This design comes from an exercise in tuning for small area, a short achievable clock period and few clock cycles per item on the open sky130 flow, not from production work.
Function was checked by simulation only, so behaviour that the tests miss may differ from the original.
Power is estimated from default activity; no workload was simulated.

## flow/design.v (module list and top-level ports; edited modules follow where they fit)
// module conv_pool: 1487 lines
module conv_pool (
	input  logic        clk,
	input  logic        rst_n,
	input  logic        enable,
	input  logic [7:0]  input_data,
	output logic        busy,
	input  logic        wb_cyc,
	input  logic        wb_stb,
	input  logic        wb_we,
	input  logic [3:0]  wb_adr,
	input  logic [7:0]  wb_dat_i,
	output logic        wb_ack,
	output logic [7:0]  wb_dat_o,
	output logic        res_wen,
	output logic [1:0]  res_addr,
	output logic [31:0] res_data,
	output logic [3:0]  res_bytemask,
	output logic        done
);
  // ...
==> flow/flow/run.sh <==
#!/bin/bash
# The standard layout, with timing repair aimed at a tighter setup margin
# than the 10 ns clock needs (the SDC and clock period are unchanged), and
# the smallest plain buffer on each port
bash standard.sh SETUP_SLACK_MARGIN=6.8 "BUFFER_PORTS_ARGS=-buffer_cell sky130_fd_sc_hd__buf_1" finish > standard.log 2>&1
==> flow/standard.sh <==
#!/bin/bash
# synth_recipe.tcl (not shown) runs the flow's synth.tcl, then flattens the netlist and writes it again
# the make line also repeats each setting of config.mk as NAME=value (left out here)
make -C /OpenROAD-flow-scripts/flow DESIGN_CONFIG=/design/flow/config.mk WORK_HOME=/design/flow/orfs CLKGATE_MAP_FILE= SYNTH_SCRIPT=/design/flow/synth_recipe.tcl "${@:-finish}"
==> flow/config.mk <==
export PLATFORM = sky130hd
export DESIGN_NAME = conv_pool
export DESIGN_NICKNAME = conv_pool
export VERILOG_FILES = /design/flow/design.v
export SDC_FILE = /design/flow/constraint.sdc
export NUM_CORES = 4
export LEC_CHECK = 0
export ABC_AREA = 1
export CAP_MARGIN = 20
export CORE_MARGIN = 2
export CORE_UTILIZATION = 40
export CTS_BUF_LIST = sky130_fd_sc_hd__clkbuf_8 sky130_fd_sc_hd__clkbuf_16
export CTS_CLUSTER_DIAMETER = 50
export CTS_CLUSTER_SIZE = 18
export SLEW_MARGIN = 20
==> flow/constraint.sdc <==
create_clock -name core_clock -period 10.0 [get_ports {clk}]
set_input_delay 2.0000 -clock core_clock [delete_from_list [all_inputs] [get_ports {clk}]]
set_output_delay 2.0000 -clock core_clock [all_outputs]
set_load 0.01 [all_outputs]
==> impl_metrics.py, run 1 <==
metrics = {
    "pwr": {
        "swShare": 0.326,
        "combPwrFrac": 0.229,
        "p_comb_mw": 0.898,
        "p_per_area_mw_per_mm2": 195,
    },
    "logic_synthesis": {
        "yosys.area.top_type_share": 0.356,
        "synth_flop_cell": "dfxtp_1",
        "synth_compound_area_frac": 0.114,
    },
    "detailed_routing": {
        "vias": 12400,
        "drtPass1Iterations": 5,
        "highest_layer": "met4",
        "met3_length_um": 2340,
    },
    "final_layout": {
        "utilization": 0.454,
        "final_cells": 2525,
        "syn2layout_area_growth_pct": 12.2,
        "fin_nets": 2156,
    },
    "clock_tree": {
        "cts_resized": 39,
        "postCtsSetupBuffers": 6,
    },
    "sta": {
        "setup_viol": 0,
        "period_share": 0.314,
    },
    "setup_path": {
        "end_kind": "primary output",
        "cpLargestDelayFamily": "flip-flops",
        "r2r_slack_ns": 6.90,
        "setup.worst_path.start_class": "register",
    },
    "run": {
        "max_cap_violations": 0,
    },
    "die": {
        "io_pins": 76,
        "die-height_um": 215,
    },
    "run_status": {
        "status": "timing/DRC/antenna clean",
    },
}
Testbench counts, summed over its fixed seeds: cycles 4,416, images 64.
==> run 2: changes to the inputs <==
--- a/flow/config.mk
+++ b/flow/config.mk
@@ -9,7 +9,7 @@
 export CAP_MARGIN = 20
 export CORE_MARGIN = 2
 export CORE_UTILIZATION = 40
-export CTS_BUF_LIST = sky130_fd_sc_hd__clkbuf_8 sky130_fd_sc_hd__clkbuf_16
+export CTS_BUF_LIST = sky130_fd_sc_hd__clkbuf_8
 export CTS_CLUSTER_DIAMETER = 50
 export CTS_CLUSTER_SIZE = 18
 export SLEW_MARGIN = 20
==> run 2 against run 1 <==
Net effect:
- via count rose by 0.70%
- sequential share of layout area rose by 0.48 points
- non-clock buffer count rose by 11
- maximum frequency fell by 0.33%
- synthesized cell count did not move
- combinational power rose by 5.8%
- register-to-register slack got worse by 0.04 ns
- final cell count rose by 0.44%
- worst setup slack got worse by 0.010 ns
- clock power fell by 27%
- core utilization fell by 0.52 points
==> impl_metrics.py, run 2 <==
metrics = {
    "run_status": {
        "status": "timing/DRC/antenna clean",
    },
    "global_routing": {
        "grt_pass1_wl_um": 67200,
        "grt_usage": 0.184,
        "gr-usage-met1": 0.243,
        "grt_util_met3": 0.0364,
        "antenna_found_initial": 0,
        "grt.met2_usage": 0.293,
        "grt_pass1_vias": 12500,
        "grt_max_degree": 68,
        "busiest_layer": "met2",
        "grt-ovfl-total": 0,
    },
    "placement": {
        "gp_congestion": 0.875,
        "dp.cells": 2447,
        "place_ws_ns": 6.05,
        "portBuffers": 67,
        "placed_area_mm2": 0.0185,
        "place.detailed.hpwl_um": 32200,
    },
    "clock_tree": {
        "cts_tree": "yes",
        "numClockSinks": 342,
        "clock_path_buffers": 3,
        "clk_pin_slew_worst_paths_ns": 0.10,
        "cts-root-buf": "clkbuf_8",
        "cts_hold_buf": 0,
        "htreeDepth": 2,
        "cts_buffers": 37,
        "clock_latency_ns": 0.63,
    },
    "final_layout": {
        "syn2layout_area_growth_pct": 10.9,
        "fin_nets": 2167,
        "finish.instance_area_mm2": 0.0198,
        "final_cell_mix": "inv_1, dfxtp_1, nand2_1, xor2_1, fa_1",
        "fill_cells": 4179,
        "largestRegisters": "sr (128), wenc (54), cm (24)",
        "drive_above_1_share": 0.134,
        "final_cells": 2536,
        "final_common_cell": "inv_1",
        "largest_reg_flops": 128,
        "top_register": "sr",
        "utilization": 0.449,
        "n_antenna_cell": 0,
    },
    "die": {
        "initial_core_util": 0.405,
        "die-height_um": 215,
        "io_pins": 76,
        "core_mm2": 0.0442,
        "die_w_um": 215,
        "die_area_mm2": 0.0464,
        "rows": 77,
    },
    "logic_synthesis": {
        "synth_edf_count": 24,
        "ys_warn_count": 4,
        "synth_top_cell_by_area": "dfxtp_1",
        "syn_avg_cell_area_um2": 9.64,
        "synth.top_cells.by_area": "dfxtp_1, fa_1, xor2_1, inv_1, o22ai_1",
        "yosysMostFrequentCell": "inv_1",
        "synth_xor_area_frac": 0.0891,
        "muxShareOfSynthArea": 0.00112,
        "async_reset_ff_frac": 0,
        "yosys-top-cells-count": "inv_1, dfxtp_1, nand2_1, xor2_1, fa_1",
        "synth_fa_ha_area_frac": 0.224,
        "yosysUniqueCellTypes": 44,
        "synth_compound_area_frac": 0.114,
        "synth_flop_cell": "dfxtp_1",
        "synth-simple-area-share": 0.0758,
        "synth_top_family_by_area": "adder cells",
        "ys_ff_latch": 342,
        "ys_seq_area_frac": 0.396,
        "synthesis.area_mm2": 0.0179,
        "netlist_instances": 1856,
        "yosys.area.top_type_share": 0.356,
    },
    "sta": {
        "holdWs_ns": 0.310,
        "clock-skew-final_ns": 0.0446,
        "tns_ns": 0,
        "tightest_slew_ns": 0.814,
        "period_minus_slack_ns": 3.15,
        "setup_viol": 0,
        "slew_viol_final": 0,
        "setup_ws_ns": 6.85,
        "period_share": 0.315,
        "rsz0062_at_grt": "yes",
        "max_freq_mhz": 317,
        "hold_viol_final": 0,
        "relSlewSlack": 0.456,
    },
    "detailed_routing": {
        "drtPass1Iterations": 5,
        "vias": 12500,
        "totalWireLength_um": 42000,
        "drtIter0Drc": 645,
        "wl_per_cell_um": 16.6,
        "drc": 0,
        "viasPerCell": 4.91,
        "ant_nets": 0,
    },
    "pwr": {
        "power_mw": 3.59,
        "ir_drop_v": 0.000122,
        "power.leakage_nw": 9.05,
        "p_per_area_mw_per_mm2": 181,
    },
    "worst_hold_path": {
        "hold_class": "reg -> reg",
        "hp-start": "sr[3][7]$_DFF_P_",
        "min_path_cells": 0,
        "min_to": "sr[4][7]$_DFF_P_",
    },
    "setup_path": {
        "r2r-end": "cs1_0_q[11]$_DFF_P_",
        "critPathRequiredTime_ns": 8.00,
        "r2r_slack_ns": 6.86,
        "slowest_stage": "dfxtp_2",
        "path_buf_inv": 1,
        "cp_max_fo": 5,
        "path_cells": "buf_1",
        "path_class": "reg -> out",
        "slowest_delay_ns": 0.38,
        "arrival_ns": 1.15,
        "cpLargestDelayFamily": "flip-flops",
        "reg2reg_depth": 8,
        "end_kind": "primary output",
        "setup.worst_path.start_class": "register",
        "r2r_start": "wenc[3][3]$_SDFFE_PN0P_",
    },
    "run": {
        "max_cap_violations": 0,
    },
}
[run 2: cell counts after synthesis]
Identical to the previous run, type by type.
[run 2: how the worst max path moves through the flow]
stage | cells past startpoint | slack, ns | endpoint | start
2_1_floorplan | 13 | 6.86 | conv_q[11]$_DFF_P_ | wenc[8][2]$_SDFFE_PN0P_
3_3_place_gp | 6 | 6.12 | wenc[5][1]$_SDFFE_PN0P_ | wb_cyc
3_5_place_dp | 6 | 6.05 | wenc[5][1]$_SDFFE_PN0P_ | wb_cyc
4_1_cts | 11 | 6.76 | conv_q[11]$_DFF_P_ | sr[0][4]$_DFF_P_
5_1_grt | 19 | 6.75 | cm[2][2]$_DFFE_PP_ | shift_q[1]$_SDFFE_PN0P_
6_report | 1 | 6.85 | res_data[9] | out_q[1]$_DFF_P_
[run 2: cell families after synthesis]
kind of cell / Yosys count
buffers and inverters: 435
AOI/OAI and AO/OA: 357
DFF: 342
and+or+nand+nor: 313
adders and majority gates: 224
xor gates and xnor gates: 182
muxes: 2
other: 1
[run 2: repair_timing]
item,in CTS,in global routing
resized for setup,59,92
buffers inserted,5,17
endpoints found under the setup margin,101,66
pin swaps,4,17
gates cloned,0,1
hold endpoints to repair,0,0
[run 2: power breakdown]
part	switching, mW	total [mW]	leakage, nW	internal [mW]
clock network	0.584	1.02	0.416	0.436
registers	0.0924	1.62	2.86	1.53
logic	0.576	0.950	5.78	0.374
[run 2: worst reg2reg max path: stages, from the launching register on]
cell and delay, ns:
dfxtp_2 0.37, clkinv_2 0.10, o22ai_1 0.19, xor2_1 0.26, fa_2 0.55, fa_1 0.49
fa_1 0.53, inv_1 0.06, fa_1 0.45
[run 2: routing by layer]
metal	up-vias	part of all wire	routed length, um
met5	-	0	0
met4	0	0.041	1710
met3	105	0.059	2480
met2	368	0.45	19000
met1	5975	0.45	18800
li1	6002	-	-
[run 2: area by class of cell]
| class | count | area (um^2) | share of cell area |
|---|---|---|---|
| timing repair inverter | 1 | 7.51 | 0.000378 |
| clock buffer | 39 | 537 | 0.0270 |
| sequential | 342 | 7160 | 0.361 |
| inverter | 362 | 1390 | 0.0702 |
| clock inverter | 27 | 293 | 0.0148 |
| tap | 592 | 741 | 0.0373 |
| multi-input combinational | 1082 | 9250 | 0.466 |
| timing repair buffer | 91 | 473 | 0.0238 |
==> run 3: changes to the inputs <==
--- a/flow/config.mk
+++ b/flow/config.mk
@@ -9,7 +9,7 @@
 export CAP_MARGIN = 20
 export CORE_MARGIN = 2
 export CORE_UTILIZATION = 40
-export CTS_BUF_LIST = sky130_fd_sc_hd__clkbuf_8
-export CTS_CLUSTER_DIAMETER = 50
-export CTS_CLUSTER_SIZE = 18
+export CTS_BUF_LIST = sky130_fd_sc_hd__clkbuf_4
+export CTS_CLUSTER_DIAMETER = 40
+export CTS_CLUSTER_SIZE = 10
 export SLEW_MARGIN = 20
==> run 3 against run 2 <==
Net effect:
- still clean
- register-to-register slack better by 0.05 ns
- clock-buffer cell count up 23
- via count up 1.6%
- worst setup slack worse by 0.18 ns
- routed wire length grew 1.8%
- non-clock buffer count grew 7
- core utilization is 0.82 points higher
- hold slack gained 0.00081 ns
- critical path type unchanged
==> impl_metrics.py, run 3 <==
metrics = {
    "run_status": {
        "status": "timing/DRC/antenna clean",
    },
    "setup_path": {
        "setup.worst_path.start_class": "register",
        "path_class": "reg -> out",
        "slowest_stage": "dfxtp_4",
        "arrival_ns": 1.33,
        "path_buf_inv": 1,
        "slowest_delay_ns": 0.41,
        "cp_max_fo": 5,
        "r2r_slack_ns": 6.91,
        "end_kind": "primary output",
        "critPathRequiredTime_ns": 8.00,
        "cpLargestDelayFamily": "flip-flops",
        "path_cells": "buf_6",
    },
    "die": {
        "die_w_um": 215,
        "initial_core_util": 0.405,
        "die_area_mm2": 0.0464,
        "rows": 77,
        "io_pins": 76,
        "core_mm2": 0.0442,
        "die-height_um": 215,
    },
    "clock_tree": {
        "cts-root-buf": "clkbuf_4",
        "clock_latency_ns": 0.80,
        "clk_pin_slew_worst_paths_ns": 0.11,
        "htreeDepth": 2,
        "cts_buffers": 56,
        "cts_tree": "yes",
        "clock_path_buffers": 3,
        "cts_hold_buf": 0,
        "numClockSinks": 342,
    },
    "logic_synthesis": {
        "yosys-top-cells-count": "inv_1, dfxtp_1, nand2_1, xor2_1, fa_1",
        "yosys.area.top_type_share": 0.356,
        "yosysUniqueCellTypes": 44,
        "ys_warn_count": 4,
        "netlist_instances": 1856,
        "ys_seq_area_frac": 0.396,
        "async_reset_ff_frac": 0,
        "ys_ff_latch": 342,
        "yosysMostFrequentCell": "inv_1",
        "synth_top_cell_by_area": "dfxtp_1",
        "synth_flop_cell": "dfxtp_1",
        "synth_edf_count": 24,
        "synthesis.area_mm2": 0.0179,
        "syn_avg_cell_area_um2": 9.64,
        "synth.top_cells.by_area": "dfxtp_1, fa_1, xor2_1, inv_1, o22ai_1",
    },
    "sta": {
        "tns_ns": 0,
        "clock-skew-final_ns": 0.0457,
        "hold_viol_final": 0,
        "max_freq_mhz": 300,
        "period_share": 0.333,
        "rsz0062_at_grt": "yes",
        "setup_ws_ns": 6.67,
        "tightest_slew_ns": 1.15,
        "period_minus_slack_ns": 3.33,
        "setup_viol": 0,
        "relSlewSlack": 0.229,
        "slew_viol_final": 0,
    },
    "final_layout": {
        "drive_above_1_share": 0.165,
        "largest_reg_flops": 128,
        "fin_nets": 2193,
        "largestRegisters": "sr (128), wenc (54), cm (24)",
        "final_common_cell": "inv_1",
        "final_cell_mix": "inv_1, dfxtp_1, nand2_1, xor2_1, fa_1",
        "top_register": "sr",
        "syn2layout_area_growth_pct": 13.0,
    },
    "pwr": {
        "swShare": 0.339,
        "combPwrFrac": 0.285,
        "p_clk_frac": 0.273,
        "power_mw": 3.71,
        "ir_drop_v": 0.000154,
        "p_per_area_mw_per_mm2": 184,
        "power.leakage_nw": 9.27,
        "pwr-share-seq": 0.442,
        "switching_power_mw": 1.26,
        "p_int_mw": 2.45,
    },
    "detailed_routing": {
        "vias": 12600,
        "drtIter0Drc": 753,
        "wl_per_cell_um": 16.6,
        "viasPerCell": 4.91,
        "totalWireLength_um": 42700,
        "ant_nets": 0,
        "drc": 0,
        "drtPass1Iterations": 5,
    },
    "global_routing": {
        "grt-ovfl-total": 0,
        "antenna_found_initial": 1,
        "grt_max_degree": 68,
        "grt_pass1_wl_um": 68400,
        "grt_pass1_vias": 12800,
        "grt_usage": 0.187,
    },
    "placement": {
        "portBuffers": 67,
        "place_ws_ns": 6.05,
        "place.detailed.hpwl_um": 32200,
        "gp_congestion": 0.875,
    },
    "worst_hold_path": {
        "hold_class": "reg -> reg",
    },
    "run": {
        "max_cap_violations": 0,
    },
}
run 3: cell counts after synthesis:
Identical to the previous run, type by type.
run 3: metrics by stage:
| step | utilization | area [um^2] | hold WS (ns) | instances |
|---|---|---|---|---|
| 5_1_grt | 0.457 | 20200 | 0.323 | 2576 |
| 2_1_floorplan | - | 17900 | 0.310 | 1859 |
| 3_3_place_gp | 0.418 | 18500 | 0.311 | 2447 |
| 3_5_place_dp | 0.418 | 18500 | 0.312 | 2447 |
| 4_1_cts | 0.447 | 19800 | 0.311 | 2553 |
| 6_report | 0.457 | 20200 | 0.311 | 2576 |
run 3: cell families (layout without fill, tap and decap cells):
family / count (synthesis) / after routing / share of synthesized area
buffers and inverters: 435 / 559 / 0.0999
AOI/OAI and AO/OA: 357 / 357 / 0.114
DFF: 342 / 342 / 0.396
and+or+nand+nor: 313 / 313 / 0.0758
adders and majority gates: 224 / 224 / 0.224
xor gates and xnor gates: 182 / 182 / 0.0891
muxes: 2 / 2 / 0.00112
other: 1 / 5 / 0.000210
run 3: per-layer routing:
metal	track usage	wire, um	vias up	part of all wire
met1	0.245	18900	6077	0.44
met5	0	0	-	0
li1	-	-	6078	-
met4	0.0766	1480	0	0.035
met3	0.0361	2550	92	0.060
met2	0.304	19800	400	0.46
run 3: worst paths after layout:
check / from / to / cells past startpoint
worst max register to register: wenc[0][2]$_SDFFE_PN0P_ / cs0_1_q[4]$_DFF_P_ / 9
worst min register to register: sr[12][4]$_DFF_P_ / sr[13][4]$_DFF_P_ / 0
worst max-delay path: out_q[5]$_DFF_P_ / res_data[5] / 1
worst min-delay path: sr[12][4]$_DFF_P_ / sr[13][4]$_DFF_P_ / 0
run 3: power by group through the flow:
stage               clock network (mW)  logic (mW)  registers, mW
finish                            1.01        1.06           1.64
detailed placement                   0       0.886           1.65
floorplan                            0       0.699           1.62
global placement                     0       0.878           1.65
CTS                               1.05       0.963           1.64
global route                      1.11        1.19           1.66
run 3: worst register-to-register path, cell delays in order, from the launching register on:
cell     delay [ns]
dfxtp_4        0.44
inv_2          0.13
xor2_1         0.20
fa_1           0.51
inv_1          0.09
fa_1           0.51
inv_1          0.06
fa_1           0.47
inv_1          0.05
fa_1           0.47
run 3: final cells by class:
class	count	area (um^2)
Clock buffer	62	465
Timing Repair Buffer	98	831
Sequential cell	342	7200
Multi-Input combinational cell	1082	9210
Timing Repair inverter	1	7.51
Clock inverter	36	359
Inverter	362	1400
Tap cell	592	741
Antenna cell	1	2.50
Fill cell	4136	24000
run 3: repair_timing:
action                     in CTS  in global routing
setup buffers                   8                 21
setup endpoints to repair      96                110
resized for setup             150                 91
gates cloned                    0                  1
pin swaps                       2                 15

port drivers added, routing unchanged:
How much do the figures lean on ideal ports? The routed layouts below were timed once more, with nothing changed but the port constraints.
Step 1 (the two cells are an assumption about what drives the block):
set clk [get_ports {clk}]
set_driving_cell -lib_cell sky130_fd_sc_hd__clkbuf_16 $clk
set_driving_cell -lib_cell sky130_fd_sc_hd__buf_2 [delete_from_list [all_inputs] $clk]
Step 2, shift: input delay + t, output delay - t, t = (earliest + latest rising clock arrival at the registers) / 2. This alone moves slack from input paths to output paths.
Three values: no drivers, after step 1, after step 2; two values: the first two.
run | shift t [ns] | slack for setup (ns) | worst hold slack (ns)
run 1 | 0.611 | 6.859 / 6.806 / 6.396 | 0.312 / 0.312 / 0.312
run 2 | 0.661 | 6.848 / 6.799 / 6.364 | 0.310 / 0.310 / 0.310
run 3 | 0.826 | 6.672 / 6.626 / 6.061 | 0.311 / 0.311 / 0.311
After both steps every run listed still meets setup and hold. The setup slack of run 3, which loses most, moves by -0.046 ns with the drivers and by -0.611 ns with both steps.
